From an optimization exercise on the open Yosys and OpenROAD flow, aimed at small area, a short achievable clock period and few clock cycles per item; shortcuts taken in it are not production practice.
RTL that was checked went through simulation tests only; none was proved equivalent to the original.
Only the layout flow was run in run 1; the RTL was not checked for function there.

--- flow/flow/run.sh ---
#!/bin/bash
# The standard layout, with repair_timing asked for extra setup slack so
# that the design is sized for a shorter clock than the 12 ns constraint.
set -o pipefail
bash standard.sh SETUP_SLACK_MARGIN=6.5 finish > flow_standard.log 2>&1
--- flow/standard.sh ---
#!/bin/bash
# synth_recipe.tcl (not shown) runs the flow's synth.tcl, then flattens the netlist and writes it again
# the make line also repeats each setting of config.mk as NAME=value (left out here)
make -C /OpenROAD-flow-scripts/flow DESIGN_CONFIG=/design/flow/config.mk WORK_HOME=/design/flow/orfs CLKGATE_MAP_FILE= SYNTH_SCRIPT=/design/flow/synth_recipe.tcl "${@:-finish}"
--- flow/config.mk ---
export PLATFORM = sky130hd
export DESIGN_NAME = rational_arithmetic_unit
export DESIGN_NICKNAME = rational_arithmetic_unit
export VERILOG_FILES = /design/flow/design.v
export SDC_FILE = /design/flow/constraint.sdc
export NUM_CORES = 4
export LEC_CHECK = 0
export CAP_MARGIN = 20
export CORE_MARGIN = 2
export CORE_UTILIZATION = 40
export PLACE_DENSITY = 0.6
export SLEW_MARGIN = 20
--- flow/constraint.sdc ---
create_clock -name core_clock -period 12.0 [get_ports {clk_i}]
set_input_delay 2.4000 -clock core_clock [delete_from_list [all_inputs] [get_ports {clk_i}]]
set_output_delay 2.4000 -clock core_clock [all_outputs]
set_load 0.01 [all_outputs]
--- flow/design.v ---
package rau_pkg;
  localparam int unsigned ValueWidth = 32;
  localparam logic [2:0] FUNC_ADD = 3'd0;
  localparam logic [2:0] FUNC_SUB = 3'd1;
  localparam logic [2:0] FUNC_MUL = 3'd2;
  localparam logic [2:0] FUNC_DIV = 3'd3;
  localparam logic [2:0] FUNC_NEG = 3'd4;
  localparam logic [2:0] FUNC_EQ  = 3'd5;
  localparam logic [1:0] ST_OK       = 2'd0;
  localparam logic [1:0] ST_ZERO_DEN = 2'd1;
  localparam logic [1:0] ST_DIV_ZERO = 2'd2;
  localparam logic [1:0] ST_OVERFLOW = 2'd3;
endpackage
module rau_gcd (
  input  logic [63:0] v_i,
  output logic [6:0]  lz_o
);
  logic [15:0] z4;
  logic [1:0]  c4 [16];
  for (genvar g = 0; g < 16; g++) begin : g_l4
    logic [3:0] n;
    assign n      = v_i[4*g+3:4*g];
    assign z4[g]  = (n == 4'd0);
    assign c4[g]  = n[3] ? 2'd0 : n[2] ? 2'd1 : n[1] ? 2'd2 : 2'd3;
  end
  logic [3:0] z16;
  logic [3:0] c16 [4];
  for (genvar g = 0; g < 4; g++) begin : g_l16
    assign z16[g] = &z4[4*g+3:4*g];
    assign c16[g] = !z4[4*g+3] ? {2'd0, c4[4*g+3]} :
                    !z4[4*g+2] ? {2'd1, c4[4*g+2]} :
                    !z4[4*g+1] ? {2'd2, c4[4*g+1]} : {2'd3, c4[4*g]};
  end
  assign lz_o = !z16[3] ? {3'd0, c16[3]} :
                !z16[2] ? {3'd1, c16[2]} :
                !z16[1] ? {3'd2, c16[1]} :
                !z16[0] ? {3'd3, c16[0]} : 7'd64;
endmodule
module rau_back (
  input  logic        clk_i,
  input  logic        rst_ni,
  input  logic        in_valid_i,
  output logic        in_ready_o,
  input  logic [2:0]  func_i,
  input  logic [31:0] ln_i,
  input  logic [31:0] ld_i,
  input  logic [31:0] rn_i,
  input  logic [31:0] rd_i,
  output logic        out_valid_o,
  input  logic        out_ready_i,
  output logic [31:0] num_o,
  output logic [30:0] den_o,
  output logic        eq_o,
  output logic [1:0]  status_o
);
  logic        s_idle_q, s_early_q, s_mul_q, s_comb_q, s_i1_q, s_i2_q, s_align_q, s_quot_q;
  logic        f_mul_q, f_div_q, f_md_q, f_mdn_q, f_eq_q, f_neg_q, f_sub_q, f_as_q;
  logic        sa_q, sb_q, fa_q, fb_q, fc_q, add_q, rneg_q, nfirst_q;
  logic        sticky_q, ov_q, eq_q, last_q, mlast_q, zero_q;
  logic [1:0]  status_q, pst_q;
  logic [5:0]  cnt_q;
  logic [6:0]  z1_q;
  logic [5:0]  bud_q;
  logic        pb1_q, pb2_q;
  logic [31:0] ra_q, rb_q;
  logic [34:0] h1_q, h2_q, h3_q;
  logic [31:0] l1_q, l2_q, l3_q;
  logic [31:0] t_q, s_q;
  logic        ln_s, ld_s, rn_s, rd_s;
  assign ln_s = ln_i[31];
  assign ld_s = ld_i[31];
  assign rn_s = rn_i[31];
  assign rd_s = rd_i[31];
  logic       early, in_neg;
  logic [1:0] early_st;
  assign in_neg = (func_i == rau_pkg::FUNC_NEG);
  always_comb begin
    early    = 1'b1;
    early_st = rau_pkg::ST_OK;
    if (func_i > rau_pkg::FUNC_EQ) begin
      early_st = rau_pkg::ST_OK;
    end else if (ld_i == '0 || (!in_neg && rd_i == '0)) begin
      early_st = rau_pkg::ST_ZERO_DEN;
    end else if (func_i == rau_pkg::FUNC_DIV && rn_i == '0) begin
      early_st = rau_pkg::ST_DIV_ZERO;
    end else begin
      early = 1'b0;
    end
  end
  logic [31:0] m1, m2;
  logic [34:0] s1, s2, s3;
  function automatic logic [35:0] booth_pp(input logic [31:0] m, input logic [2:0] dg,
                                           input logic flip);
    logic [34:0] v;
    logic        n;
    case (dg)
      3'b001, 3'b010, 3'b101, 3'b110: v = {{3{m[31]}}, m};
      3'b011, 3'b100:                 v = {{2{m[31]}}, m, 1'b0};
      default:                        v = '0;
    endcase
    n = (dg[2] & ~(dg[1] & dg[0])) ^ (flip & (dg != 3'b000) & (dg != 3'b111));
    booth_pp = {v ^ {35{n}}, n};
  endfunction
  function automatic logic [34:0] booth_add(input logic [34:0] h, input logic [35:0] pp);
    logic [35:0] t;
    t = {h, 1'b1} + pp;
    booth_add = t[35:1];
  endfunction
  assign m1  = f_mdn_q ? rb_q : ra_q;
  assign m2  = f_mdn_q ? ra_q : rb_q;
  assign s1  = booth_add(h1_q, booth_pp(m1, {l1_q[1:0], pb1_q}, fa_q));
  logic [64:0] a_v;
  logic [63:0] b_v;
  logic [65:0] addsub;
  logic        qb;
  logic [64:0] asel;
  logic [6:0]  zb;
  logic [63:0] bsh;
  logic [33:0] tsum, ssum;
  logic [33:0] xt_n, xs_n;
  logic        t_fit, s_fit, xt_fit, xs_fit;
  logic        b_zero, ovf, done;
  assign a_v = {h1_q[32:0], l1_q};
  assign b_v = {h2_q[31:0], l2_q};
  assign addsub = {1'b0, a_v} + ({2'b00, b_v} ^ {66{!add_q}}) + {65'd0, !add_q};
  assign qb   = ~addsub[65];
  logic selq;
  assign selq = (qb | add_q) & !(s_i1_q | s_i2_q);
  assign asel = selq ? addsub[64:0] : a_v;
  rau_gcd u_lzb (.v_i(b_v), .lz_o(zb));
  assign bsh = b_v << zb[5:0];
  logic [35:0] pp2, pp3;
  logic [35:0] topa, topb, sopa, sopb;
  logic [35:0] tsum36, ssum36;
  assign pp2 = booth_pp(m2,   {l2_q[1:0], pb2_q}, fb_q);
  assign pp3 = booth_pp(rb_q, {l1_q[1:0], pb1_q}, fc_q);
  always_comb begin
    if (s_mul_q) begin
      topa = {h2_q[34], h2_q};
      topb = {pp2[35], pp2[35:1]};
      sopa = {h3_q[34], h3_q};
      sopb = {pp3[35], pp3[35:1]};
    end else if (s_align_q) begin
      topa = {{4{l3_q[31]}}, l3_q};
      topb = {{4{ra_q[31]}}, ra_q};
      sopa = {{4{h3_q[31]}}, h3_q[31:0]};
      sopb = {{4{rb_q[31]}}, rb_q};
    end else begin
      topa = {{3{l3_q[31]}}, l3_q, 1'b0};
      topb = {{4{t_q[31]}}, t_q};
      sopa = {{3{h3_q[31]}}, h3_q[31:0], 1'b0};
      sopb = {{4{s_q[31]}}, s_q};
    end
  end
  assign tsum36 = topa + topb + {35'd0, s_mul_q & pp2[0]};
  assign ssum36 = sopa + sopb + {35'd0, s_mul_q & pp3[0]};
  assign s2   = tsum36[34:0];
  assign s3   = ssum36[34:0];
  assign tsum = tsum36[33:0];
  assign ssum = ssum36[33:0];
  assign xt_n = qb ? tsum : topa[33:0];
  assign xs_n = qb ? ssum : sopa[33:0];
  function automatic logic fits32(input logic [33:0] v);
    fits32 = (v[33:31] == 3'b000) || (v[33:31] == 3'b111);
  endfunction
  assign t_fit  = fits32(tsum);
  assign s_fit  = fits32(ssum);
  assign xt_fit = fits32(xt_n);
  assign xs_fit = fits32(xs_n);
  assign b_zero = (b_v == '0);
  assign ovf    = sticky_q || !t_fit || !s_fit || (!b_zero && (zb >= {1'b0, bud_q}));
  assign done   = ovf || b_zero;
  logic [6:0] kd;
  assign kd   = zb - z1_q;
  logic [6:0] kk;
  assign kk   = nfirst_q ? kd : 7'd0 - kd;
  assign in_ready_o  = s_idle_q;
  assign out_valid_o = ov_q;
  assign num_o       = t_q & {32{!zero_q}};
  assign den_o       = s_q[30:0] & {31{!zero_q}};
  assign eq_o        = eq_q;
  assign status_o    = status_q;
  logic comb_go, comb_fin, comb_swap, i1_zero, align_fin, fin, quot_exit;
  assign comb_go   = s_comb_q & !ov_q & !f_eq_q & (!f_as_q | add_q | qb);
  assign comb_swap = s_comb_q & !ov_q & f_as_q & !add_q & !qb;
  assign comb_fin  = s_comb_q & !ov_q & f_eq_q;
  assign i1_zero   = s_i1_q & !ov_q & b_zero;
  assign align_fin = s_align_q & done;
  assign fin       = (s_early_q & !ov_q) | comb_fin | align_fin | i1_zero;
  assign quot_exit = s_quot_q & (last_q | sticky_q | !xt_fit | !xs_fit);
  always_ff @(posedge clk_i or negedge rst_ni) begin
    if (!rst_ni) begin
      s_idle_q  <= 1'b1;
      s_early_q <= 1'b0;
      s_mul_q   <= 1'b0;
      s_comb_q  <= 1'b0;
      s_i1_q    <= 1'b0;
      s_i2_q    <= 1'b0;
      s_align_q <= 1'b0;
      s_quot_q  <= 1'b0;
      ov_q      <= 1'b0;
    end else begin
      if (out_ready_i) ov_q <= 1'b0;
      if (fin) ov_q <= 1'b1;
      if (s_idle_q && in_valid_i) begin
        s_idle_q  <= 1'b0;
        s_early_q <= early;
        s_mul_q   <= !early;
      end
      if (s_early_q && !ov_q) begin
        s_early_q <= 1'b0;
        s_idle_q  <= 1'b1;
      end
      if (s_mul_q && mlast_q) begin
        s_mul_q  <= 1'b0;
        s_comb_q <= !f_mdn_q;
        s_i1_q   <= f_mdn_q;
      end
      if (comb_fin) begin
        s_comb_q <= 1'b0;
        s_idle_q <= 1'b1;
      end
      if (comb_go) begin
        s_comb_q <= 1'b0;
        s_i1_q   <= 1'b1;
      end
      if (s_i1_q && !ov_q) begin
        s_i1_q   <= 1'b0;
        s_idle_q <= b_zero;
        s_i2_q   <= !b_zero;
      end
      if (s_i2_q) begin
        s_i2_q   <= 1'b0;
        s_quot_q <= 1'b1;
      end
      if (s_align_q) begin
        s_align_q <= 1'b0;
        s_idle_q  <= done;
        s_quot_q  <= !done;
      end
      if (quot_exit) begin
        s_quot_q  <= 1'b0;
        s_align_q <= 1'b1;
      end
    end
  end
  always_ff @(posedge clk_i) begin
    if (s_idle_q) begin
      f_mul_q  <= (func_i == rau_pkg::FUNC_MUL);
      f_div_q  <= (func_i == rau_pkg::FUNC_DIV);
      f_md_q   <= (func_i[2:1] == 2'b01);
      f_mdn_q  <= (func_i[2:1] == 2'b01) || in_neg;
      rneg_q   <= in_neg ? ~(ln_s ^ ld_s) : (ln_s ^ ld_s ^ rn_s ^ rd_s);
      f_eq_q   <= (func_i == rau_pkg::FUNC_EQ);
      f_neg_q  <= in_neg;
      f_sub_q  <= (func_i == rau_pkg::FUNC_SUB);
      f_as_q   <= (func_i[2:1] == 2'b00);
      sa_q     <= ln_s ^ ld_s;
      sb_q     <= rn_s ^ rd_s;
      fa_q     <= in_neg ? ld_s : (func_i[2:1] == 2'b01) ? (ld_s ^ ((func_i == rau_pkg::FUNC_DIV) ? rn_s : rd_s))
                                                        : (ln_s ^ rd_s);
      fb_q     <= in_neg ? ln_s : (func_i[2:1] == 2'b01) ? (ln_s ^ ((func_i == rau_pkg::FUNC_DIV) ? rd_s : rn_s))
                                                        : (ld_s ^ rn_s);
      fc_q     <= ld_s ^ rd_s;
      add_q    <= 1'b0;
      pst_q    <= early_st;
      sticky_q <= 1'b0;
      cnt_q    <= '0;
      pb1_q    <= 1'b0;
      pb2_q    <= 1'b0;
      h1_q     <= '0;
      h2_q     <= '0;
      h3_q     <= '0;
      ra_q     <= ln_i;
      rb_q     <= ld_i;
      l3_q     <= '0;
      l1_q     <= in_neg ? 32'd1 : (func_i == rau_pkg::FUNC_DIV) ? rn_i : rd_i;
      l2_q     <= in_neg ? 32'd1 : (func_i == rau_pkg::FUNC_DIV) ? rd_i : rn_i;
      mlast_q  <= in_neg;
    end
    if (fin) begin
      status_q <= s_early_q ? pst_q : (align_fin && ovf) ? rau_pkg::ST_OVERFLOW : rau_pkg::ST_OK;
      eq_q     <= comb_fin && (addsub[63:0] == '0) && (sa_q == sb_q || a_v == '0);
      zero_q <= !(i1_zero || (align_fin && !ovf));
      if (i1_zero) begin
        t_q <= '0;
        s_q <= 32'd1;
      end
    end
    if (s_mul_q) begin
      cnt_q   <= cnt_q + 6'd1;
      mlast_q <= (cnt_q == 6'd14);
      h1_q    <= {{2{s1[34]}}, s1[34:2]};
      h2_q    <= {{2{s2[34]}}, s2[34:2]};
      h3_q    <= {{2{s3[34]}}, s3[34:2]};
      l1_q    <= {s1[1:0], l1_q[31:2]};
      l2_q    <= {s2[1:0], l2_q[31:2]};
      l3_q    <= {s3[1:0], l3_q[31:2]};
      pb1_q   <= l1_q[1];
      pb2_q   <= l2_q[1];
      if (mlast_q) add_q <= f_as_q && (sa_q == (sb_q ^ f_sub_q));
    end
    if (comb_go) begin
      {h2_q[31:0], l2_q} <= asel[63:0];
      {h1_q[32:0], l1_q} <= {1'b0, h3_q[31:0], l3_q};
      rneg_q <= sa_q;
      add_q  <= 1'b0;
    end
    if (comb_swap) begin
      {h1_q[32:0], l1_q} <= {1'b0, b_v};
      {h2_q[31:0], l2_q} <= asel[63:0];
      sa_q <= sb_q ^ f_sub_q;
      sb_q <= sa_q ^ f_sub_q;
    end
    if (s_i1_q && !ov_q) begin
      {h1_q[32:0], l1_q} <= {1'b0, bsh};
      {h2_q[31:0], l2_q} <= asel[63:0];
      z1_q <= zb;
      nfirst_q <= !qb;
    end
    if (s_i2_q) begin
      if (nfirst_q) begin
        {h2_q[31:0], l2_q} <= bsh;
        cnt_q  <= kd[5:0];
        last_q <= (kd[5:0] == 6'd0);
      end else begin
        {h1_q[32:0], l1_q} <= {1'b0, bsh};
        {h2_q[31:0], l2_q} <= asel[63:0];
        cnt_q  <= 6'd0 - kd[5:0];
        last_q <= (kd[5:0] == 6'd0);
      end
      bud_q <= 6'd32 - kk[5:0];
      if (kk[6] || kk[5]) sticky_q <= 1'b1;
      ra_q <= nfirst_q ? 32'd0 : rneg_q ? '1 : 32'd1;
      t_q  <= nfirst_q ? (rneg_q ? '1 : 32'd1) : 32'd0;
      rb_q <= nfirst_q ? 32'd1 : 32'd0;
      s_q  <= nfirst_q ? 32'd0 : 32'd1;
      l3_q <= '0;
      h3_q <= '0;
    end
    if (s_align_q) begin
      ra_q <= t_q;
      t_q  <= tsum[31:0];
      rb_q <= s_q;
      s_q  <= ssum[31:0];
      l3_q <= '0;
      h3_q <= '0;
      {h2_q[31:0], l2_q} <= bsh;
      cnt_q  <= zb[5:0];
      last_q <= (zb[5:0] == 6'd0);
      bud_q  <= bud_q - zb[5:0];
    end
    if (s_quot_q) begin
      l3_q <= xt_n[31:0];
      h3_q <= {3'b000, xs_n[31:0]};
      if (!xt_fit || !xs_fit) sticky_q <= 1'b1;
      if (!last_q) begin
        {h1_q[32:0], l1_q} <= {asel[63:0], 1'b0};
        cnt_q  <= cnt_q - 6'd1;
        last_q <= (cnt_q == 6'd1);
      end else begin
        {h1_q[32:0], l1_q} <= {1'b0, b_v};
        {h2_q[31:0], l2_q} <= asel[63:0];
      end
    end
  end
endmodule
module rational_arithmetic_unit (
  input  logic        clk_i,
  input  logic        rst_ni,
  input  logic        in_valid,
  output logic        in_ready,
  input  logic [2:0]  in_func,
  input  logic [31:0] in_left_numerator,
  input  logic [31:0] in_left_denominator,
  input  logic [31:0] in_right_numerator,
  input  logic [31:0] in_right_denominator,
  output logic        out_valid,
  input  logic        out_ready,
  output logic [31:0] out_result_numerator,
  output logic [30:0] out_result_denominator,
  output logic        out_is_equal,
  output logic [1:0]  out_status
);
  rau_back u_back (
    .clk_i      (clk_i),
    .rst_ni     (rst_ni),
    .in_valid_i (in_valid),
    .in_ready_o (in_ready),
    .func_i     (in_func),
    .ln_i       (in_left_numerator),
    .ld_i       (in_left_denominator),
    .rn_i       (in_right_numerator),
    .rd_i       (in_right_denominator),
    .out_valid_o(out_valid),
    .out_ready_i(out_ready),
    .num_o      (out_result_numerator),
    .den_o      (out_result_denominator),
    .eq_o       (out_is_equal),
    .status_o   (out_status)
  );
endmodule
==> results.txt, run 1 <==
* Status: timing/DRC/antenna clean
* Layout area overhead at 18.8%
* Number of buffers on the longest clock path at 3
* Number of hold-slack violations in the final timing report at 0
* Endpoint arrival time on the critical path at roughly 6.1 ns
* Fmax at around 180 MHz
* Number of synthesized flops with an enable pin at roughly 230
* Routed len/inst at between 30 and 40 microns
* CTS Buf Count at 50
* GRT Total Usage at between 40% and 50%
* Actual transition at the worst max-transition pin at ~1.4 ns
* GRT Residual Overflow at 0
* TritonCTS clock tree: done
* Mean cell area of the mapped netlist at 8.00 sq um
* Max-cap viol count at 0
* Placer congestion estimate at 1.09
* Io pins at 203
* #FFs+latches synth at between 300 and 400
* Adder-cell share of the synthesized area at under 10%
* Final setup viols at 0
* Starting DRT DRC Count at just under 7000
* Count of antenna-violating nets left after detailed routing at 0
* Die Footprint at between 0.1 and 0.15 sq mm
* CTS sink cnt at ~380
* Data required time of the critical path at around 13 ns
* Register clock-pin slew on the reported worst setup and hold paths at roughly 0.060 ns
* Mux contribution to synthesized area at between 10% and 20%
* Compound-gate portion of the synthesized area at 28.0%
* Mapped cell area at about 0.042 sq mm
* Count of input and output buffers at approximately 200
* Dominant combinational cell family by area after synthesis: compound AO/OA/AOI/OAI gates
* Syn. warnings at 4
* Post-synth top flop: edfxtp_1
* Fraction of registers with async set or reset after synthesis at 2.40%
* Synthesized net count at 5525
* Initial antenna violation count at 14
* Share of final-layout standard cells stronger than drive strength 1 at between 10% and 20%
* Post-layout util at 47.8%
* Global-route wire length before repair at between 300 and 400 mm
* Relative slew slack at under 10%
* Starting density of the core at roughly two fifths
* Time the final worst path needs with I/O delays and setup at ~5.6 ns
* Class of the tightest hold or removal check: register to register
* Source-to-sink clock delay at the later pin of the worst-skew pair at approximately 0.67 ns
* Share of synthesized area occupied by flip-flops and latches at between 20% and 30%
* Final WS setup at ~6.4 ns
* Drt pass-1 iters at 10
* Final Slew Violations at 0
* H-Tree Level Count at 2
* Worst Setup End Kind: register
* Clock tree root driver cell: clkbuf_16
* Worst clock skew at ~0.029 ns
* Area share of and/or/nand/nor cells after synthesis at around 17%
* Detailed placement HPWL at approximately 170 mm
* Number of standard-cell rows in the floorplan at between 100 and 150
* Unrepaired setup endpoints after global routing: true
* Worst setup path category: register to register
* WHS at 0.459 ns
* Setup slack after placement at around 3.8 ns
* Placeable core area at just over 0.1 sq mm
* Xor and xnor fraction of the mapped netlist area at under 10%
* Remaining routing DRC violations at 0
* Period Utilization, post-route at between 40% and 50%
* Post-synthesis cell count at 5197
* Count of filler cells inserted in the layout at ~10000
* Vias in the first global route at 42800
* Worst-path fanout max at 63
* Routed wire length at between 200 and 250 mm
* Number of nets at the end of the flow at about 5600
* Unique masters post-synth at between 90 and 100
* Startpoint class of the critical path: register
* Pin count of the biggest net entering global routing at 72
* Total via count in the routed design at 46700
* Height of the chip at 326 microns
* Fin Setup TNS at 0 ns
* Post-detailed-route via-to-cell ratio at ~7
* Number of hold buffers added after cts at 0
* Die X-Extent at around 330 microns
==> critical path, stage by stage, from the launching register on <==
cell and delay [ns]:
dfxtp_1 0.90, nor4_2 0.17, and4_2 0.37, nor2_1 0.28
nand3b_2 0.36, o31a_2 0.28, inv_6 0.51, mux2i_1 0.44
o22ai_1 0.13, a21oi_1 0.82, a22o_1 0.36, a22oi_1 0.32
a222oi_1 0.43
==> layout make-up <==
type	instances	area (sq um)	share of cell area (%)
Multi-Input combinational cell	4281	30900	62.6
Sequential cell	375	9860	19.9
Timing Repair Buffer	438	4670	9.45
Tap cell	1380	1730	3.49
Clock buffer	62	1370	2.77
Clock inverter	32	442	0.894
Inverter	104	402	0.813
Antenna cell	5	12.5	0.0253
==> cell families (layout without fill, tap and decap cells) <==
group / after synthesis / after routing
AOI/OAI and AO/OA: 1741 / 1741
and+or+nand+nor: 1459 / 1461
buffers and inverters: 543 / 636
muxes: 541 / 541
DFF: 375 / 375
xor gates and xnor gates: 345 / 345
adders and majority gates: 193 / 193
other: 0 / 5
==> state kept, by name (all words and copies together), names as in the netlist, 2 cells and up <==
name,cells
u_back.bud_q,6
u_back.cnt_q,6
u_back.h1_q,34
u_back.h2_q,33
u_back.h3_q,33
u_back.l1_q,32
u_back.l2_q,32
u_back.l3_q,32
u_back.pst_q,2
u_back.ra_q,32
u_back.rb_q,32
u_back.s_q,32
u_back.status_q,2
u_back.t_q,32
u_back.z1_q,7
==> cell usage in the layout, fill, tap and decap left out, types with 24 or more instances in the layout <==
| cell type | netlist | layout |
|---|---|---|
| o211ai_1 | 48 | 48 |
| nand2b_1 | 36 | 36 |
| buf_12 | 0 | 24 |
| buf_4 | 4 | 168 |
| a221oi_1 | 72 | 70 |
| o22ai_1 | 72 | 71 |
| dfxtp_1 | 139 | 128 |
| and2_1 | 42 | 42 |
| a31oi_1 | 36 | 32 |
| a22o_1 | 51 | 51 |
| inv_1 | 98 | 95 |
| a22oi_1 | 130 | 125 |
| a21o_1 | 136 | 135 |
| a211oi_1 | 77 | 71 |
| o21bai_1 | 28 | 28 |
| o21ai_0 | 369 | 341 |
| clkdlybuf4s50_1 | 0 | 202 |
| a222oi_1 | 50 | 50 |
| a21oi_1 | 397 | 373 |
| and3_1 | 45 | 43 |
| edfxtp_1 | 227 | 227 |
| mux2i_1 | 366 | 356 |
| mux2_2 | 171 | 171 |
| xnor2_1 | 239 | 230 |
| nor3_1 | 85 | 78 |
| a221o_1 | 51 | 51 |
| nand3_1 | 77 | 74 |
| nor2b_1 | 93 | 91 |
| o221ai_1 | 35 | 32 |
| nor4_1 | 62 | 55 |
| ha_1 | 186 | 165 |
| o21ai_1 | 13 | 26 |
| xor2_1 | 106 | 103 |
| nand4_1 | 44 | 44 |
| nand2_1 | 542 | 527 |
| nor2_1 | 349 | 324 |
| clkbuf_16 | 0 | 64 |
==> routing by layer <==
layer | GRT usage (%) | up-vias | routed length (microns)
li1 | - | 19700 | -
met1 | 52.0 | 22700 | 88200
met2 | 60.3 | 3348 | 96000
met3 | 11.1 | 818 | 28500
met4 | 27.1 | 6 | 19600
met5 | 0 | - | 31
==> path summary, 6_finish.rpt <==
path | startpoint | end | slack (ns) | depth (start not counted)
max in group asynchronous | rst_ni | u_back.s_align_q | 9.50 | 1
worst min-delay path | u_back.h3_q[33] | u_back.h3_q[33] | 0.46 | 2
worst max-delay path | u_back.h2_q[19] | u_back.h1_q[9] | 6.41 | 12
min in group asynchronous | rst_ni | u_back.s_quot_q | 2.10 | 1
worst max register to register | u_back.h2_q[19] | u_back.h1_q[9] | 6.41 | 12
worst min register to register | u_back.h3_q[33] | u_back.h3_q[33] | 0.46 | 2
==> synthesized netlist by cell type (48+ instances only) <==
cell type / n / area (sq um)
a211oi_1: 77 / 578
a21o_1: 136 / 1020
a21oi_1: 397 / 1990
a221o_1: 51 / 510
a221oi_1: 72 / 631
a222oi_1: 50 / 500
a22o_1: 51 / 447
a22oi_1: 130 / 976
buf_1: 70 / 263
clkbuf_1: 329 / 1230
dfxtp_1: 139 / 2780
edfxtp_1: 227 / 6820
ha_1: 186 / 2330
inv_1: 98 / 368
mux2_2: 171 / 1930
mux2i_1: 366 / 3660
nand2_1: 542 / 2030
nand3_1: 77 / 385
nor2_1: 349 / 1310
nor2b_1: 93 / 582
nor3_1: 85 / 425
nor4_1: 62 / 388
o211ai_1: 48 / 360
o21ai_0: 369 / 1850
o22ai_1: 72 / 450
xnor2_1: 239 / 2090
xor2_1: 106 / 928
==> through the flow <==
| step | std cells | cell area, sq um |
|---|---|---|
| after floorplan | 5197 | 41600 |
| after global placement | 6465 | 44800 |
| after detailed placement | 6465 | 44800 |
| final | 6677 | 49400 |
| after global routing | 6672 | 49400 |
| after CTS | 6601 | 47900 |
==> timing repair <==
item | 4_1_cts | 5_1_grt
gates cloned | 6 | 13
endpoints found under the setup margin | 261 | 160
pin swaps | 19 | 50
gates resized for setup | 180 | 169
buffers inserted | 36 | 57
==> run 2: changes to the inputs <==
--- a/flow/design.v
+++ b/flow/design.v
@@ -56,7 +56,7 @@
   logic        s_idle_q, s_early_q, s_mul_q, s_comb_q, s_i1_q, s_i2_q, s_align_q, s_quot_q;
   logic        f_mul_q, f_div_q, f_md_q, f_mdn_q, f_eq_q, f_neg_q, f_sub_q, f_as_q;
   logic        sa_q, sb_q, fa_q, fb_q, fc_q, add_q, rneg_q, nfirst_q;
-  logic        sticky_q, ov_q, eq_q, last_q, mlast_q, zero_q;
+  logic        sticky_q, ov_q, eq_q, last_q, mlast_q;
   logic [1:0]  status_q, pst_q;
   logic [5:0]  cnt_q;
   logic [6:0]  z1_q;
@@ -176,8 +176,8 @@
   assign kk   = nfirst_q ? kd : 7'd0 - kd;
   assign in_ready_o  = s_idle_q;
   assign out_valid_o = ov_q;
-  assign num_o       = t_q & {32{!zero_q}};
-  assign den_o       = s_q[30:0] & {31{!zero_q}};
+  assign num_o       = t_q;
+  assign den_o       = s_q[30:0];
   assign eq_o        = eq_q;
   assign status_o    = status_q;
   logic comb_go, comb_fin, comb_swap, i1_zero, align_fin, fin, quot_exit;
@@ -281,10 +281,9 @@
     if (fin) begin
       status_q <= s_early_q ? pst_q : (align_fin && ovf) ? rau_pkg::ST_OVERFLOW : rau_pkg::ST_OK;
       eq_q     <= comb_fin && (addsub[63:0] == '0) && (sa_q == sb_q || a_v == '0);
-      zero_q <= !(i1_zero || (align_fin && !ovf));
-      if (i1_zero) begin
+      if (!s_align_q) begin
         t_q <= '0;
-        s_q <= 32'd1;
+        s_q <= i1_zero ? 32'd1 : '0;
       end
     end
     if (s_mul_q) begin
@@ -340,9 +339,9 @@
     end
     if (s_align_q) begin
       ra_q <= t_q;
-      t_q  <= tsum[31:0];
+      t_q  <= ovf ? '0 : tsum[31:0];
       rb_q <= s_q;
-      s_q  <= ssum[31:0];
+      s_q  <= ovf ? '0 : ssum[31:0];
       l3_q <= '0;
       h3_q <= '0;
       {h2_q[31:0], l2_q} <= bsh;
==> flow/run.sh (new file) <==
#!/bin/bash
# synth_recipe.tcl (not shown) runs the flow's synth.tcl, then flattens the netlist and writes it again
# the make line also repeats each setting of config.mk as NAME=value (left out here)
make -C /OpenROAD-flow-scripts/flow DESIGN_CONFIG=/design/flow/config.mk WORK_HOME=/design/flow/orfs CLKGATE_MAP_FILE= SYNTH_SCRIPT=/design/flow/synth_recipe.tcl finish
--- a/flow/config.mk
+++ b/flow/config.mk
@@ -9,4 +9,5 @@
 export CORE_MARGIN = 2
 export CORE_UTILIZATION = 40
 export PLACE_DENSITY = 0.6
+export SETUP_SLACK_MARGIN = 5
 export SLEW_MARGIN = 20
removed: flow/flow/run.sh
removed: flow/standard.sh
==> run 2 against run 1 <==
Net effect: still clean; utilization shrank 2.3 points; setup slack worse by 1.5 ns; global-route usage increased by 3.4 points; wire length is 8.1% higher; worst hold slack better by 0.030 ns; via count rose by 1.6%; critical path type unchanged; highest routed layer unchanged.
==> results.txt, run 2 <==
* Status: timing/DRC/antenna clean (unchanged)
* Fin Setup TNS at 0 ns (unchanged)
* Post-layout util at 45.5% (was 47.8%)
* Final WS setup at 4.95 ns (was 6.41 ns)
* Inst Count DP at 6614 (was 6465)
* Starting density of the core at 40.5% (was 40.3%)
* Endpoint arrival time on the critical path at 7.50 ns (was 6.13 ns)
* Area share of and/or/nand/nor cells after synthesis at 15.9% (was 16.5%)
* Die X-Extent at 331 microns (was 326 microns)
* Starting DRT DRC Count at 6794 (was 6742)
* Io pins at 203 (unchanged)
* Most frequent cells in the layout: nand2_1, o21ai_0, a21oi_1 (was nand2_1, a21oi_1, mux2i_1)
* Final Slew Violations at 0 (unchanged)
* Crit path top cell by count: nor3_1
* GRT Total Usage at 44.2% (was 40.8%)
* Mapped cell area at 0.0428 sq mm (was 0.0416 sq mm)
* Register clock-pin slew on the reported worst setup and hold paths at 0.06 ns (about the same)
* Count of input and output buffers at 202 (unchanged)
* Unrepaired setup endpoints after global routing: false (was true)
* Class of the tightest hold or removal check: register to register (unchanged)
* #FFs+latches synth at 374 (was 375)
* Number of hold-slack violations in the final timing report at 0 (unchanged)
* Drt pass-1 iters at 8 (was 10)
* Cell count of the worst hold path at 2 (unchanged)
* Routed wire length at 251 mm (was 232 mm)
* Largest incremental delay on the critical path at 0.99 ns (was 0.90 ns)
* Adder-cell share of the synthesized area at 5.77% (was 5.93%)
* Largest register FFs at 34 (unchanged)
* Post-detailed-route via-to-cell ratio at 7.05 (was 6.99)
* R2R Setup Slk at 4.95 ns (was 6.41 ns)
* Number of buffers on the longest clock path at 3 (unchanged)
* Count of antenna-violating nets left after detailed routing at 0 (unchanged)
* Top cells by count, synth: nand2_1, o21ai_0, a21oi_1 (was nand2_1, a21oi_1, o21ai_0)
* Xor and xnor fraction of the mapped netlist area at 6.69% (was 7.26%)
* CTS sink cnt at 374 (was 375)
* Worst Setup End Kind: register (unchanged)
* Dominant combinational cell family by area after synthesis: compound AO/OA/AOI/OAI gates (unchanged)
* CTS Buf Count at 49 (was 50)
* Number of nets at the end of the flow at 5618 (was 5578)
* Commonest non-fill, non-tap cell in the layout: nand2_1 (unchanged)
* Share of synthesized area occupied by flip-flops and latches at 22.9% (was 23.6%)
* Detailed placement HPWL at 195 mm (was 167 mm)
* Source-to-sink clock delay at the later pin of the worst-skew pair at 0.67 ns (about the same)
* Time the final worst path needs with I/O delays and setup at 7.05 ns (was 5.59 ns)
* Worst setup path category: register to register (unchanged)
* Number of standard-cell rows in the floorplan at 119 (was 118)
* Share of final-layout standard cells stronger than drive strength 1 at 11.6% (was 13.9%)
* Syn. warnings at 4 (unchanged)
* Mux contribution to synthesized area at 11.0% (was 13.6%)
* Clock tree root driver cell: clkbuf_16 (unchanged)
* Actual transition at the worst max-transition pin at 1.28 ns (was 1.39 ns)
* Synthesized net count at 5688 (was 5525)
* Placer congestion estimate at 1.06 (was 1.09)
* Count of filler cells inserted in the layout at 10600 (was 10200)
* Number of hold buffers added after cts at 0 (unchanged)
* Relative slew slack at 12.2% (was 6.25%)
* Remaining routing DRC violations at 0 (unchanged)
* Vias in the first global route at 43300 (was 42800)
* Number of synthesized flops with an enable pin at 226 (was 227)
* Startpoint class of the critical path: register (unchanged)
* GRT Residual Overflow at 0 (unchanged)
* Cell taking the most area after synthesis: edfxtp_1 (unchanged)
* Largest reg by FF count: u_back.h1_q (unchanged)
* Slowest-stage cell, CP: nor3_1 (was dfxtp_1)
* Depth of the worst register-to-register path at 14 (was 12)
* Height of the chip at 331 microns (was 326 microns)
* Most area-consuming cells after synthesis: edfxtp_1, dfxtp_1, mux2i_1 (was edfxtp_1, mux2i_1, dfxtp_1)
* Global-route wire length before repair at 345 mm (was 318 mm)
* Setup slack after placement at 2.94 ns (was 3.77 ns)
* Routed len/inst at 37.4 microns (was 34.8 microns)
* Placeable core area at 0.106 sq mm (was 0.103 sq mm)
* Fmax at 142 MHz (was 179 MHz)
* Most instantiated library cell after synthesis: nand2_1 (unchanged)
* Mean cell area of the mapped netlist at 7.98 sq um (was 8.00 sq um)
* Post-synth top flop: edfxtp_1 (unchanged)
* Fraction of registers with async set or reset after synthesis at 2.41% (was 2.40%)
* Die Footprint at 0.110 sq mm (was 0.107 sq mm)
* Total via count in the routed design at 47400 (was 46700)
* Worst path cell trace: xnor2_1, ha_1, nand2_1, nor3_1, nand4b_1, nor3_1, or2_1, o21ai_0, a221o_1, or4_1, nor4_1, nand4_1, nor4_2, buf_4 (was nor4_2, and4_2, nor2_1, nand3b_2, o31a_2, inv_6, mux2i_1, o22ai_1, a21oi_1, a22o_1, a22oi_1, a222oi_1)
* H-Tree Level Count at 2 (unchanged)
* TritonCTS clock tree: done (unchanged)
* Final setup viols at 0 (unchanged)
* Compound-gate portion of the synthesized area at 31.5% (was 28.0%)
* Pin count of the biggest net entering global routing at 140 (was 72)
* Data required time of the critical path at 12.45 ns (was 12.54 ns)
* Worst-path fanout max at 10 (was 63)
* Period Utilization, post-route at 58.8% (was 46.6%)
* Layout area overhead at 12.4% (was 18.8%)
* Worst clock skew at 0.0408 ns (was 0.0287 ns)
* Top flop regs: u_back.h1_q: 34 flops, u_back.h2_q: 33 flops, u_back.h3_q: 33 flops (unchanged)
* Unique masters post-synth at 105 (was 98)
* Non-filler instance count after layout at 6725 (was 6677)
* Max-cap viol count at 0 (unchanged)
* Initial antenna violation count at 14 (unchanged)
* Fraction of synthesized cell area taken by the top area cell type at 15.9% (was 16.4%)
* Post-synthesis cell count at 5360 (was 5197)
run 2: changes by cell type after synthesis, sizes merged, moves of 31 or more:
cell	change
mux2i	-118
nor2b	-57
nand3	+54
buf	+51
o21ai	+50
nand2	-46
o211ai	+38
inv	+33
a21o	-31
run 2: worst paths after layout:
kind / start / end
setup / recovery: u_back.h2_q[7] / u_back.eq_q
min in group asynchronous: rst_ni / u_back.s_early_q
setup reg to reg: u_back.h2_q[7] / u_back.eq_q
hold reg to reg: u_back.h3_q[33] / u_back.h3_q[33]
hold / removal: u_back.h3_q[33] / u_back.h3_q[33]
max in group asynchronous: rst_ni / u_back.s_align_q
run 2: per-stage QoR:
step                hold WS, ns  instance area (sq um)
detailed placement        0.472                  45900
finish                    0.489                  48100
global placement          0.460                  45900
floorplan                 0.438                  42800
CTS                       0.484                  47900
global route              0.529                  48100
run 2: timing repair:
item,CTS,global route
buffers inserted,4,10
gates cloned,1,0
pin swaps,3,3
resized for setup,37,26
endpoints found under the setup margin,208,114
run 2: layout make-up:
class,count,area (sq um),area share [%]
Antenna cell,4,10.0,0.0208
Clock buffer,67,1430,2.97
Clock inverter,24,299,0.622
Inverter,141,529,1.10
Multi-Input combinational cell,4343,30700,63.9
Sequential cell,374,9820,20.4
Tap cell,1391,1740,3.62
Timing Repair Buffer,381,3540,7.36
run 2: kinds of logic (layout without fill, tap and decap cells):
family / after synthesis / after routing
multiplexers: 446 / 446
adder cells (fa/ha/maj): 193 / 193
XOR/XNOR: 327 / 327
other: 0 / 4
buffers and inverters: 643 / 613
AND/OR/NAND/NOR: 1419 / 1419
flip-flops: 374 / 374
AO/OA/AOI/OAI: 1958 / 1958
run 2: critical path, delay by kind of cell, from the launching register on:
family	cells	cell delay (ns)
DFF	1	0.92
and+or+nand+nor	9	4.19
AOI/OAI and AO/OA	2	0.65
xor gates and xnor gates	1	0.21
buffers and inverters	1	0.32
adders and majority gates	1	0.53
run 2: metal layers:
metal / track usage, % / wire length (microns) / up-vias
li1: - / - / 20300
met1: 56.4 / 98500 / 23300
met2: 64.9 / 104000 / 3073
met3: 12.6 / 28500 / 723
met4: 28.9 / 20200 / 18
met5: 0 / 126 / -
Testbench counts of run 2, summed over its fixed seeds: cycles 63,558, items 1,280.
==> run 3: changes to the inputs <==
--- a/flow/design.v
+++ b/flow/design.v
@@ -56,9 +56,10 @@
   logic        s_idle_q, s_early_q, s_mul_q, s_comb_q, s_i1_q, s_i2_q, s_align_q, s_quot_q;
   logic        f_mul_q, f_div_q, f_md_q, f_mdn_q, f_eq_q, f_neg_q, f_sub_q, f_as_q;
   logic        sa_q, sb_q, fa_q, fb_q, fc_q, add_q, rneg_q, nfirst_q;
-  logic        sticky_q, ov_q, eq_q, last_q, mlast_q;
+  logic        sticky_q, ov_q, eq_q, last_q, mlast_q, zero_q;
   logic [1:0]  status_q, pst_q;
   logic [5:0]  cnt_q;
+  logic [3:0]  jm1_q;
   logic [6:0]  z1_q;
   logic [5:0]  bud_q;
   logic        pb1_q, pb2_q;
@@ -87,6 +88,24 @@
       early = 1'b0;
     end
   end
+  function automatic logic [14:0] sig_pairs(input logic [31:0] y);
+    logic [30:0] d;
+    d = y[30:0] ^ {31{y[31]}};
+    for (int k = 0; k < 15; k++) sig_pairs[k] = d[2*k+1] | d[2*k+2];
+  endfunction
+  logic [31:0] mult1_in, mult2_in;
+  logic [14:0] sp;
+  logic [3:0]  jm1_in;
+  assign mult1_in = in_neg ? 32'd1 : (func_i == rau_pkg::FUNC_DIV) ? rn_i : rd_i;
+  assign mult2_in = in_neg ? 32'd1 : (func_i == rau_pkg::FUNC_DIV) ? rd_i : rn_i;
+  assign sp       = sig_pairs(rn_i) | sig_pairs(rd_i);
+  always_comb begin
+    jm1_in = 4'd0;
+    for (int k = 0; k < 15; k++) begin
+      if (sp[k]) jm1_in = 4'(k + 1);
+    end
+    if (in_neg) jm1_in = 4'd0;
+  end
   logic [31:0] m1, m2;
   logic [34:0] s1, s2, s3;
   function automatic logic [35:0] booth_pp(input logic [31:0] m, input logic [2:0] dg,
@@ -106,6 +125,10 @@
     t = {h, 1'b1} + pp;
     booth_add = t[35:1];
   endfunction
+  logic [31:0] lmask;
+  always_comb begin
+    for (int i = 0; i < 16; i++) lmask[2*i +: 2] = {2{({1'b0, 4'(i)} + {1'b0, jm1_q}) >= 5'd15}};
+  end
   assign m1  = f_mdn_q ? rb_q : ra_q;
   assign m2  = f_mdn_q ? ra_q : rb_q;
   assign s1  = booth_add(h1_q, booth_pp(m1, {l1_q[1:0], pb1_q}, fa_q));
@@ -125,7 +148,7 @@
   assign addsub = {1'b0, a_v} + ({2'b00, b_v} ^ {66{!add_q}}) + {65'd0, !add_q};
   assign qb   = ~addsub[65];
   logic selq;
-  assign selq = (qb | add_q) & !(s_i1_q | s_i2_q);
+  assign selq = qb & !(s_i1_q | s_i2_q);
   assign asel = selq ? addsub[64:0] : a_v;
   rau_gcd u_lzb (.v_i(b_v), .lz_o(zb));
   assign bsh = b_v << zb[5:0];
@@ -174,10 +197,12 @@
   assign kd   = zb - z1_q;
   logic [6:0] kk;
   assign kk   = nfirst_q ? kd : 7'd0 - kd;
-  assign in_ready_o  = s_idle_q;
+  logic acc;
+  assign acc         = s_idle_q | (s_early_q & !ov_q) | (s_comb_q & f_eq_q & !ov_q);
+  assign in_ready_o  = acc;
   assign out_valid_o = ov_q;
-  assign num_o       = t_q;
-  assign den_o       = s_q[30:0];
+  assign num_o       = t_q & {32{!zero_q}};
+  assign den_o       = s_q[30:0] & {31{!zero_q}};
   assign eq_o        = eq_q;
   assign status_o    = status_q;
   logic comb_go, comb_fin, comb_swap, i1_zero, align_fin, fin, quot_exit;
@@ -202,11 +227,6 @@
     end else begin
       if (out_ready_i) ov_q <= 1'b0;
       if (fin) ov_q <= 1'b1;
-      if (s_idle_q && in_valid_i) begin
-        s_idle_q  <= 1'b0;
-        s_early_q <= early;
-        s_mul_q   <= !early;
-      end
       if (s_early_q && !ov_q) begin
         s_early_q <= 1'b0;
         s_idle_q  <= 1'b1;
@@ -242,10 +262,16 @@
         s_quot_q  <= 1'b0;
         s_align_q <= 1'b1;
       end
+      if (acc && in_valid_i) begin
+        s_idle_q  <= 1'b0;
+        s_comb_q  <= 1'b0;
+        s_early_q <= early;
+        s_mul_q   <= !early;
+      end
     end
   end
   always_ff @(posedge clk_i) begin
-    if (s_idle_q) begin
+    if (acc) begin
       f_mul_q  <= (func_i == rau_pkg::FUNC_MUL);
       f_div_q  <= (func_i == rau_pkg::FUNC_DIV);
       f_md_q   <= (func_i[2:1] == 2'b01);
@@ -274,26 +300,28 @@
       ra_q     <= ln_i;
       rb_q     <= ld_i;
       l3_q     <= '0;
-      l1_q     <= in_neg ? 32'd1 : (func_i == rau_pkg::FUNC_DIV) ? rn_i : rd_i;
-      l2_q     <= in_neg ? 32'd1 : (func_i == rau_pkg::FUNC_DIV) ? rd_i : rn_i;
-      mlast_q  <= in_neg;
+      l1_q     <= mult1_in;
+      l2_q     <= mult2_in;
+      jm1_q    <= jm1_in;
+      mlast_q  <= (jm1_in == 4'd0);
     end
     if (fin) begin
       status_q <= s_early_q ? pst_q : (align_fin && ovf) ? rau_pkg::ST_OVERFLOW : rau_pkg::ST_OK;
       eq_q     <= comb_fin && (addsub[63:0] == '0) && (sa_q == sb_q || a_v == '0);
-      if (!s_align_q) begin
+      zero_q <= !(i1_zero || (align_fin && !ovf));
+      if (i1_zero) begin
         t_q <= '0;
-        s_q <= i1_zero ? 32'd1 : '0;
+        s_q <= 32'd1;
       end
     end
     if (s_mul_q) begin
       cnt_q   <= cnt_q + 6'd1;
-      mlast_q <= (cnt_q == 6'd14);
+      mlast_q <= (cnt_q[3:0] + 4'd1 == jm1_q);
       h1_q    <= {{2{s1[34]}}, s1[34:2]};
       h2_q    <= {{2{s2[34]}}, s2[34:2]};
       h3_q    <= {{2{s3[34]}}, s3[34:2]};
-      l1_q    <= {s1[1:0], l1_q[31:2]};
-      l2_q    <= {s2[1:0], l2_q[31:2]};
+      l1_q    <= {s1[1:0], l1_q[31:2]} & (mlast_q ? lmask : '1);
+      l2_q    <= {s2[1:0], l2_q[31:2]} & (mlast_q ? lmask : '1);
       l3_q    <= {s3[1:0], l3_q[31:2]};
       pb1_q   <= l1_q[1];
       pb2_q   <= l2_q[1];
@@ -339,9 +367,9 @@
     end
     if (s_align_q) begin
       ra_q <= t_q;
-      t_q  <= ovf ? '0 : tsum[31:0];
+      t_q  <= tsum[31:0];
       rb_q <= s_q;
-      s_q  <= ovf ? '0 : ssum[31:0];
+      s_q  <= ssum[31:0];
       l3_q <= '0;
       h3_q <= '0;
       {h2_q[31:0], l2_q} <= bsh;
==> flow/flow/run.sh (new file) <==
#!/bin/bash
# The standard layout, with repair_timing asked for extra setup slack so
# that the design is sized for a shorter clock than the 12 ns constraint.
set -o pipefail
bash standard.sh SETUP_SLACK_MARGIN=6.5 finish > flow_standard.log 2>&1
==> flow/standard.sh (new file) <==
#!/bin/bash
# synth_recipe.tcl (not shown) runs the flow's synth.tcl, then flattens the netlist and writes it again
# the make line also repeats each setting of config.mk as NAME=value (left out here)
make -C /OpenROAD-flow-scripts/flow DESIGN_CONFIG=/design/flow/config.mk WORK_HOME=/design/flow/orfs CLKGATE_MAP_FILE= SYNTH_SCRIPT=/design/flow/synth_recipe.tcl "${@:-finish}"
--- a/flow/config.mk
+++ b/flow/config.mk
@@ -9,5 +9,4 @@
 export CORE_MARGIN = 2
 export CORE_UTILIZATION = 40
 export PLACE_DENSITY = 0.6
-export SETUP_SLACK_MARGIN = 5
 export SLEW_MARGIN = 20
removed: flow/run.sh
==> run 3 against run 2 <==
Net effect: still clean; area after synthesis is 0.64% lower; first-iteration DRC count is 1.7% higher; die area fell by 0.63%; count of clock-buffer cells in the layout down 8; global-route usage decreased by 4.7 points; clock skew increased by 0.00080 ns; setup slack better by 1.5 ns; critical path type unchanged; critical endpoint is now u_back.h2_q[26].
==> results.txt, run 3 <==
* Worst path cell trace: or4_4, or4_4, nor2_1, o21a_1, o211ai_1, buf_6, inv_2, buf_8, nand2_1, o221a_1, a211o_1, a221o_1, a221o_1 (was xnor2_1, ha_1, nand2_1, nor3_1, nand4b_1, nor3_1, or2_1, o21ai_0, a221o_1, or4_1, nor4_1, nand4_1, nor4_2, buf_4)
* Commonest non-fill, non-tap cell in the layout: nand2_1 (unchanged)
* Final Slew Violations at 0 (unchanged)
* Synthesized net count at 5747 (was 5688)
* Drt pass-1 iters at 7 (was 8)
* Data required time of the critical path at 12.51 ns (was 12.45 ns)
* Largest register FFs at 34 (unchanged)
* Initial antenna violation count at 10 (was 14)
* Io pins at 203 (unchanged)
* Class of the tightest hold or removal check: register to register (unchanged)
* Remaining routing DRC violations at 0 (unchanged)
* Routed wire length at 224 mm (was 251 mm)
* Cell family contributing the most delay on the critical path: compound AO/OA/AOI/OAI gates (was simple AND/OR/NAND/NOR gates)
* Detailed placement HPWL at 172 mm (was 195 mm)
* TritonCTS clock tree: done (unchanged)
* #FFs+latches synth at 379 (was 374)
* Worst clock skew at 0.0416 ns (was 0.0408 ns)
* Cell taking the most area after synthesis: edfxtp_1 (unchanged)
* Post-synthesis cell count at 5402 (was 5360)
* Post-place instance area at 0.0458 sq mm (was 0.0459 sq mm)
* Number of synthesized flops with an enable pin at 231 (was 226)
* Highest metal used: met5 (unchanged)
* Height of the chip at 330 microns (was 331 microns)
* Final non-filler cell area at 0.0486 sq mm (was 0.0481 sq mm)
* Post-detailed-route via-to-cell ratio at 6.84 (was 7.05)
* Max-cap viol count at 0 (unchanged)
* Relative slew slack at 13.8% (was 12.2%)
* Most area-consuming cells after synthesis: edfxtp_1, mux2i_1, dfxtp_1 (was edfxtp_1, dfxtp_1, mux2i_1)
* Placer congestion estimate at 1.10 (was 1.06)
* Vias in the first global route at 43400 (was 43300)
* Global-route wire length before repair at 315 mm (was 345 mm)
* Count of input and output buffers at 202 (unchanged)
* Layout area overhead at 14.2% (was 12.4%)
* Post-synth top flop: edfxtp_1 (unchanged)
* CTS sink cnt at 379 (was 374)
* Most frequent cells in the layout: nand2_1, o21ai_0, a21oi_1 (unchanged)
* Largest incremental delay on the critical path at 0.61 ns (was 0.99 ns)
* Fraction of synthesized cell area taken by the top area cell type at 16.3% (was 15.9%)
* Unique masters post-synth at 94 (was 105)
* Final setup viols at 0 (unchanged)
* Wire length the detailed router placed on met1 at 92.7 mm (was 98.5 mm)
* Most instantiated library cell after synthesis: nand2_1 (unchanged)
* Unrepaired setup endpoints after global routing: true (was false)
* Period Utilization, post-route at 46.5% (was 58.8%)
* Count of antenna-violating nets left after detailed routing at 0 (unchanged)
* Status: timing/DRC/antenna clean (unchanged)
* Share of final-layout standard cells stronger than drive strength 1 at 10.6% (was 11.6%)
* Number of buffer and inverter stages on the critical path at 3 (was 1)
* Wire length on met2 at 90.4 mm (was 104 mm)
* Largest reg by FF count: u_back.h1_q (unchanged)
* Clock tree root driver cell: clkbuf_16 (unchanged)
* Mean cell area of the mapped netlist at 7.87 sq um (was 7.98 sq um)
* Routed len/inst at 32.8 microns (was 37.4 microns)
* Actual transition at the worst max-transition pin at 1.28 ns (about the same)
* Top flop regs: u_back.h1_q: 34 flops, u_back.h2_q: 33 flops, u_back.h3_q: 33 flops (unchanged)
* GRT Residual Overflow at 0 (unchanged)
* Starting density of the core at 40.3% (was 40.5%)
* Number of nets at the end of the flow at 5735 (was 5618)
* Placeable core area at 0.105 sq mm (was 0.106 sq mm)
* Source-to-sink clock delay at the later pin of the worst-skew pair at 0.65 ns (was 0.67 ns)
* GRT Total Usage at 39.5% (was 44.2%)
* Worst setup path category: register to register (unchanged)
* Startpoint class of the critical path: register (unchanged)
* DR WL met3 at 28.4 mm (was 28.5 mm)
* Share of synthesized area occupied by flip-flops and latches at 23.4% (was 22.9%)
* Mapped cell area at 0.0425 sq mm (was 0.0428 sq mm)
* Die Footprint at 0.109 sq mm (was 0.110 sq mm)
* Fin Setup TNS at 0 ns (unchanged)
* Number of buffers on the longest clock path at 3 (unchanged)
* Die X-Extent at 330 microns (was 331 microns)
* Number of hold-slack violations in the final timing report at 0 (unchanged)
* Worst Setup End Kind: register (unchanged)
* Worst-path fanout max at 54 (was 10)
* Pin count of the biggest net entering global routing at 94 (was 140)
* Starting DRT DRC Count at 6910 (was 6794)
* Slowest-stage cell, CP: or4_4 (was nor3_1)
* CTS Buf Count at 48 (was 49)
* Count of filler cells inserted in the layout at 10600 (about the same)
* Total via count in the routed design at 46700 (was 47400)
* Time the final worst path needs with I/O delays and setup at 5.58 ns (was 7.05 ns)
* Register clock-pin slew on the reported worst setup and hold paths at 0.06 ns (about the same)
* Endpoint arrival time on the critical path at 6.09 ns (was 7.50 ns)
* Number of standard-cell rows in the floorplan at 119 (unchanged)
* Top cells by count, synth: nand2_1, o21ai_0, a21oi_1 (unchanged)
* H-Tree Level Count at 2 (unchanged)
* Fmax at 179 MHz (was 142 MHz)
* Syn. warnings at 4 (unchanged)
* Fraction of registers with async set or reset after synthesis at 2.37% (was 2.41%)
-- run 3: logic make-up after synthesis --
| family | count (synthesis) | share of synthesized area (%) |
|---|---|---|
| mux | 457 | 11.2 |
| fa+ha+maj | 210 | 6.30 |
| simple gates | 1576 | 17.1 |
| compound gates | 1865 | 29.5 |
| xor+xnor | 362 | 7.46 |
| buf+inv | 553 | 5.04 |
| flops | 379 | 23.4 |
-- run 3: layout make-up --
| type | instances | area (sq um) | share of cell area (%) |
|---|---|---|---|
| tap | 1391 | 1740 | 3.58 |
| clock inverter | 31 | 372 | 0.765 |
| inverter | 115 | 440 | 0.907 |
| timing repair buffer | 376 | 3640 | 7.49 |
| sequential | 379 | 10000 | 20.6 |
| antenna | 2 | 5.00 | 0.0103 |
| multi-input combinational | 4470 | 31100 | 64.1 |
| clock buffer | 59 | 1250 | 2.58 |
-- run 3: path summary, 6_finish.rpt --
check,start,to,slack (ns),cells after the start
worst max-delay path,u_back.l2_q[19],u_back.h2_q[26],6.42,13
worst min-delay path,u_back.h3_q[33],u_back.h3_q[33],0.48,2
worst max register to register,u_back.l2_q[19],u_back.h2_q[26],6.42,13
worst min register to register,u_back.h3_q[33],u_back.h3_q[33],0.48,2
max in group asynchronous,rst_ni,u_back.s_align_q,9.54,1
min in group asynchronous,rst_ni,u_back.s_i2_q,2.10,1
-- run 3: timing repair --
action,4_1_cts,5_1_grt
cloned,2,1
pin swaps,3,14
setup endpoints to repair,222,120
buffers inserted,7,30
hold buffers,0,0
gates resized for setup,83,97
-- run 3: through the flow --
stage	hold WS (ns)	std cells	setup slack, ns	util, %
finish	0.477	6823	6.42	46.1
global route	0.507	6821	6.47	46.1
CTS	0.475	6790	6.51	45.5
detailed placement	0.467	6691	5.05	43.5
global placement	0.458	6691	5.11	43.5
floorplan	0.449	5402	6.50	-
-- run 3: worst min-delay path: stages, from the launching register on --
cell and delay, ns:
dfxtp_1 0.31, inv_1 0.05, o22ai_1 0.07
-- run 3: per-layer routing --
| layer | vias to the layer above | track usage, % |
|---|---|---|
| met4 | 6 | 18.5 |
| met1 | 22700 | 54.9 |
| met2 | 3131 | 55.9 |
| met3 | 555 | 11.3 |
| met5 | - | 0 |
| li1 | 20300 | - |
Testbench counts of run 3, summed over its fixed seeds: cycles 60,459, items 1,280.
==> run 4: changes to the inputs <==
==> flow/flow/run.sh (replaced) <==
#!/bin/bash
# The standard layout, with repair_timing asked for extra setup slack so
# that the design is sized for a shorter clock than the 12 ns constraint.
set -o pipefail
bash standard.sh SETUP_SLACK_MARGIN=7 finish > flow_standard.log 2>&1
==> run 4 against run 3 <==
Net effect: non-clock buffer count up 108; final area up 5.1%; setup slack better by 0.47 ns; area after synthesis unchanged; first-iteration DRC count up 3.4%; count of clock-buffer cells in the layout up 9; via count up 1.9%; fmax up 9.1%; die area unchanged; utilization up 2.4 points; register-to-register slack better by 0.47 ns.
==> results.txt, run 4 <==
* GRT Residual Overflow at 0 (unchanged)
* Final non-filler cell area at 0.0511 sq mm (was 0.0486 sq mm)
* Global-route wire length before repair at 323 mm (was 315 mm)
* #FFs+latches synth at 379 (unchanged)
* Count of filler cells inserted in the layout at 10400 (was 10600)
* WHS at 0.492 ns (was 0.477 ns)
* Vias in the first global route at 44100 (was 43400)
* Remaining routing DRC violations at 0 (unchanged)
* Most area-consuming cells after synthesis: edfxtp_1, mux2i_1, dfxtp_1 (unchanged)
* Wire length the detailed router placed on met1 at 94.7 mm (was 92.7 mm)
* H-Tree Level Count at 2 (unchanged)
* Share of final-layout standard cells stronger than drive strength 1 at 15.7% (was 10.6%)
* DR WL met3 at 29.1 mm (was 28.4 mm)
* Count of antenna-violating nets left after detailed routing at 0 (unchanged)
* Mean cell area of the mapped netlist at 7.87 sq um (unchanged)
* Starting DRT DRC Count at 7146 (was 6910)
* Cell family contributing the most delay on the critical path: simple AND/OR/NAND/NOR gates (was compound AO/OA/AOI/OAI gates)
* Die X-Extent at 330 microns (unchanged)
* Clock tree root driver cell: clkbuf_16 (unchanged)
* Detailed placement HPWL at 172 mm (about the same)
* Synthesized net count at 5747 (unchanged)
* Top cells by count, synth: nand2_1, o21ai_0, a21oi_1 (unchanged)
* Die Footprint at 0.109 sq mm (unchanged)
* Slowest-stage cell, CP: or4b_2 (was or4_4)
* Unrepaired setup endpoints after global routing: true (unchanged)
* Fraction of synthesized cell area taken by the top area cell type at 16.3% (unchanged)
* TritonCTS clock tree: done (unchanged)
* Number of hold-slack violations in the final timing report at 0 (unchanged)
* Number of buffer and inverter stages on the critical path at 2 (was 3)
* Io pins at 203 (unchanged)
* Status: timing/DRC/antenna clean (unchanged)
* Post-synthesis cell count at 5402 (unchanged)
* Actual transition at the worst max-transition pin at 1.33 ns (was 1.28 ns)
* Number of hold buffers added after cts at 0 (unchanged)
* CTS sink cnt at 379 (unchanged)
* Post-detailed-route via-to-cell ratio at 6.86 (was 6.84)
* Period Utilization, post-route at 42.6% (was 46.5%)
* Wire length on met2 at 95.4 mm (was 90.4 mm)
* Number of synthesized flops with an enable pin at 231 (unchanged)
* Launch point of the worst reg-to-reg path: u_back.l1_q[0] (was u_back.l2_q[19])
* Time the final worst path needs with I/O delays and setup at 5.11 ns (was 5.58 ns)
* Height of the chip at 330 microns (unchanged)
* Worst path cell trace: buf_4, buf_4, nor4_4, nand4_1, nor4_1, a31oi_1, or4b_2, nor4_4, nand4b_1, or4_1, nor4b_2, nand4_1, nor4_2 (was or4_4, or4_4, nor2_1, o21a_1, o211ai_1, buf_6, inv_2, buf_8, nand2_1, o221a_1, a211o_1, a221o_1, a221o_1)
* Top flop regs: u_back.h1_q: 34 flops, u_back.h2_q: 33 flops, u_back.h3_q: 33 flops (unchanged)
* Endpoint arrival time on the critical path at 5.56 ns (was 6.09 ns)
* Relative slew slack at 11.3% (was 13.8%)
* CTS Buf Count at 48 (unchanged)
* Worst-path fanout max at 7 (was 54)
* Register area at 0.0100 sq mm (about the same)
* Commonest non-fill, non-tap cell in the layout: nand2_1 (unchanged)
* Routed wire length at 234 mm (was 224 mm)
* Combined area of the multi-input logic cells at 0.0321 sq mm (was 0.0311 sq mm)
* Starting density of the core at 40.3% (unchanged)
* Worst setup path startpoint: u_back.l1_q[0] (was u_back.l2_q[19])
* Largest incremental delay on the critical path at 0.71 ns (was 0.61 ns)
* Data required time of the critical path at 12.45 ns (was 12.51 ns)
* Layout area overhead at 20.1% (was 14.2%)
* Reg-to-reg critical path endpoint: u_back.eq_q (was u_back.h2_q[26])
* Startpoint class of the critical path: register (unchanged)
* Largest reg by FF count: u_back.h1_q (unchanged)
* Depth of the worst register-to-register path at 13 (unchanged)
* CP endpoint: u_back.eq_q (was u_back.h2_q[26])
* Placer congestion estimate at 1.10 (about the same)
* Register clock-pin slew on the reported worst setup and hold paths at 0.07 ns (was 0.06 ns)
* Largest register FFs at 34 (unchanged)
* Syn. warnings at 4 (unchanged)
* Number of nets at the end of the flow at 5847 (was 5735)
* Most frequent cells in the layout: nand2_1, o21ai_0, nor2_1 (was nand2_1, o21ai_0, a21oi_1)
* Pin count of the biggest net entering global routing at 71 (was 94)
* Highest metal used: met5 (unchanged)
* Worst setup path category: register to register (unchanged)
* Class of the tightest hold or removal check: register to register (unchanged)
* Final Slew Violations at 0 (unchanged)
* Number of standard-cell rows in the floorplan at 119 (unchanged)
* Fmax at 196 MHz (was 179 MHz)
* Initial antenna violation count at 9 (was 10)
* Unique masters post-synth at 94 (unchanged)
* Routed len/inst at 33.7 microns (was 32.8 microns)
* Placeable core area at 0.105 sq mm (unchanged)
* Critical Path Stages at 13 (unchanged)
* Fin Setup TNS at 0 ns (unchanged)
* Source-to-sink clock delay at the later pin of the worst-skew pair at 0.64 ns (was 0.65 ns)
* Final setup viols at 0 (unchanged)
* Count of input and output buffers at 202 (unchanged)
* R2R Setup Slk at 6.89 ns (was 6.42 ns)
* Max-cap viol count at 0 (unchanged)
* Cell taking the most area after synthesis: edfxtp_1 (unchanged)
* Most instantiated library cell after synthesis: nand2_1 (unchanged)
* Worst clock skew at 0.0324 ns (was 0.0416 ns)
* Share of synthesized area occupied by flip-flops and latches at 23.4% (unchanged)
* Post-place instance area at 0.0458 sq mm (about the same)
* Fraction of registers with async set or reset after synthesis at 2.37% (unchanged)
* Worst Setup End Kind: register (unchanged)
* GRT Total Usage at 40.6% (was 39.5%)
* Total via count in the routed design at 47600 (was 46700)
* Number of buffers on the longest clock path at 3 (unchanged)
* Post-synth top flop: edfxtp_1 (unchanged)
* Mapped cell area at 0.0425 sq mm (unchanged)
* Drt pass-1 iters at 7 (unchanged)
run 4: layout make-up:
cell class / count / area share, %
repair buffers: 484 / 10.0
inverters: 115 / 0.892
well taps: 1391 / 3.41
flip-flops and latches: 379 / 19.6
multi-input cells: 4474 / 63.0
diodes: 2 / 0.00980
clock buffers: 68 / 2.66
clock inverters: 21 / 0.453
run 4: worst min-delay path by stage:
stage | from | end | depth (start not counted)
2_1_floorplan | u_back.h3_q[33] | u_back.h3_q[33] | 2
3_3_place_gp | u_back.h3_q[33] | u_back.h3_q[33] | 2
3_5_place_dp | u_back.h3_q[33] | u_back.h3_q[33] | 2
4_1_cts | u_back.h3_q[33] | u_back.h3_q[33] | 2
5_1_grt | u_back.h3_q[33] | u_back.h3_q[33] | 2
6_report | u_back.h3_q[33] | u_back.h3_q[33] | 2
run 4: worst reg2reg max path: stages, from the launching register on:
cell and delay [ns]:
dfxtp_4 0.39, buf_4 0.15, buf_4 0.15, nor4_4 0.45, nand4_1 0.50, nor4_1 0.39, a31oi_1 0.26, or4b_2 0.72
nor4_4 0.28, nand4b_1 0.18, or4_1 0.61, nor4b_2 0.37, nand4_1 0.18, nor4_2 0.30
run 4: what timing repair did:
| action | CTS | global route |
|---|---|---|
| endpoints found under the hold margin | 0 | 0 |
| setup buffers | 68 | 67 |
| gates resized for setup | 237 | 234 |
| setup endpoints to repair | 263 | 159 |
| cloned | 13 | 11 |
| pin swaps | 36 | 83 |
run 4: kinds of logic (layout without fill, tap and decap cells):
kind of cell,Yosys count,count (layout),synth area share (%)
AO/OA/AOI/OAI,1865,1866,29.5
XOR/XNOR,362,362,7.46
adder cells (fa/ha/maj),210,210,6.30
buffers and inverters,553,688,5.04
flip-flops,379,379,23.4
multiplexers,457,457,11.2
other,0,2,0
AND/OR/NAND/NOR,1576,1579,17.1
run 4: metal layers:
layer	up-vias	global-route usage, %
met5	-	0
met2	3157	58.5
met3	636	11.6
met4	6	20.1
met1	23200	55.2
li1	20500	-
run 4: metrics by stage:
step           setup WS [ns]  cells  util [%]
4_1_cts                 6.94   6854      46.7
3_3_place_gp            4.65   6684      43.4
2_1_floorplan           7.00   5402         -
3_5_place_dp            4.60   6684      43.4
5_1_grt                 6.83   6932      48.4
6_report                6.89   6934      48.4

-- afterwards: timing with drivers on the ports --
How much do the figures lean on ideal ports? The routed layouts below were timed once more, with nothing changed but the port constraints. Step 1, drivers: a clkbuf_16 drives clk_i and a buf_2 each remaining input, both assumed. Step 2 moves the port delays by t, midway between the first and last clock arrival at a register: inputs arrive t later, outputs are due t later. That takes back most of the time a late clock gives input paths. Three values: ideal ports, drivers, drivers and shift; two values: the first two.
run	t (ns)	setup WS [ns]	worst setup path after step 2	clock arrival spread, ns	worst data-port slew with drivers (ns)
run 1	0.722	6.406 / 6.406 / 6.120	input to register	0.030 / 0.029	0.07
run 2	0.722	4.946 / 4.946 / 4.946	register to register	0.040 / 0.041	0.06
run 3	0.700	6.421 / 6.421 / 6.118	input to register	0.041 / 0.041	0.07
run 4	0.697	6.888 / 6.888 / 6.370	input to register	0.033 / 0.032	0.07
After both steps setup and hold are still met in every run listed. For run 4, which loses most, drivers alone change the setup slack by 0.000 ns; drivers and shift together by -0.518 ns.
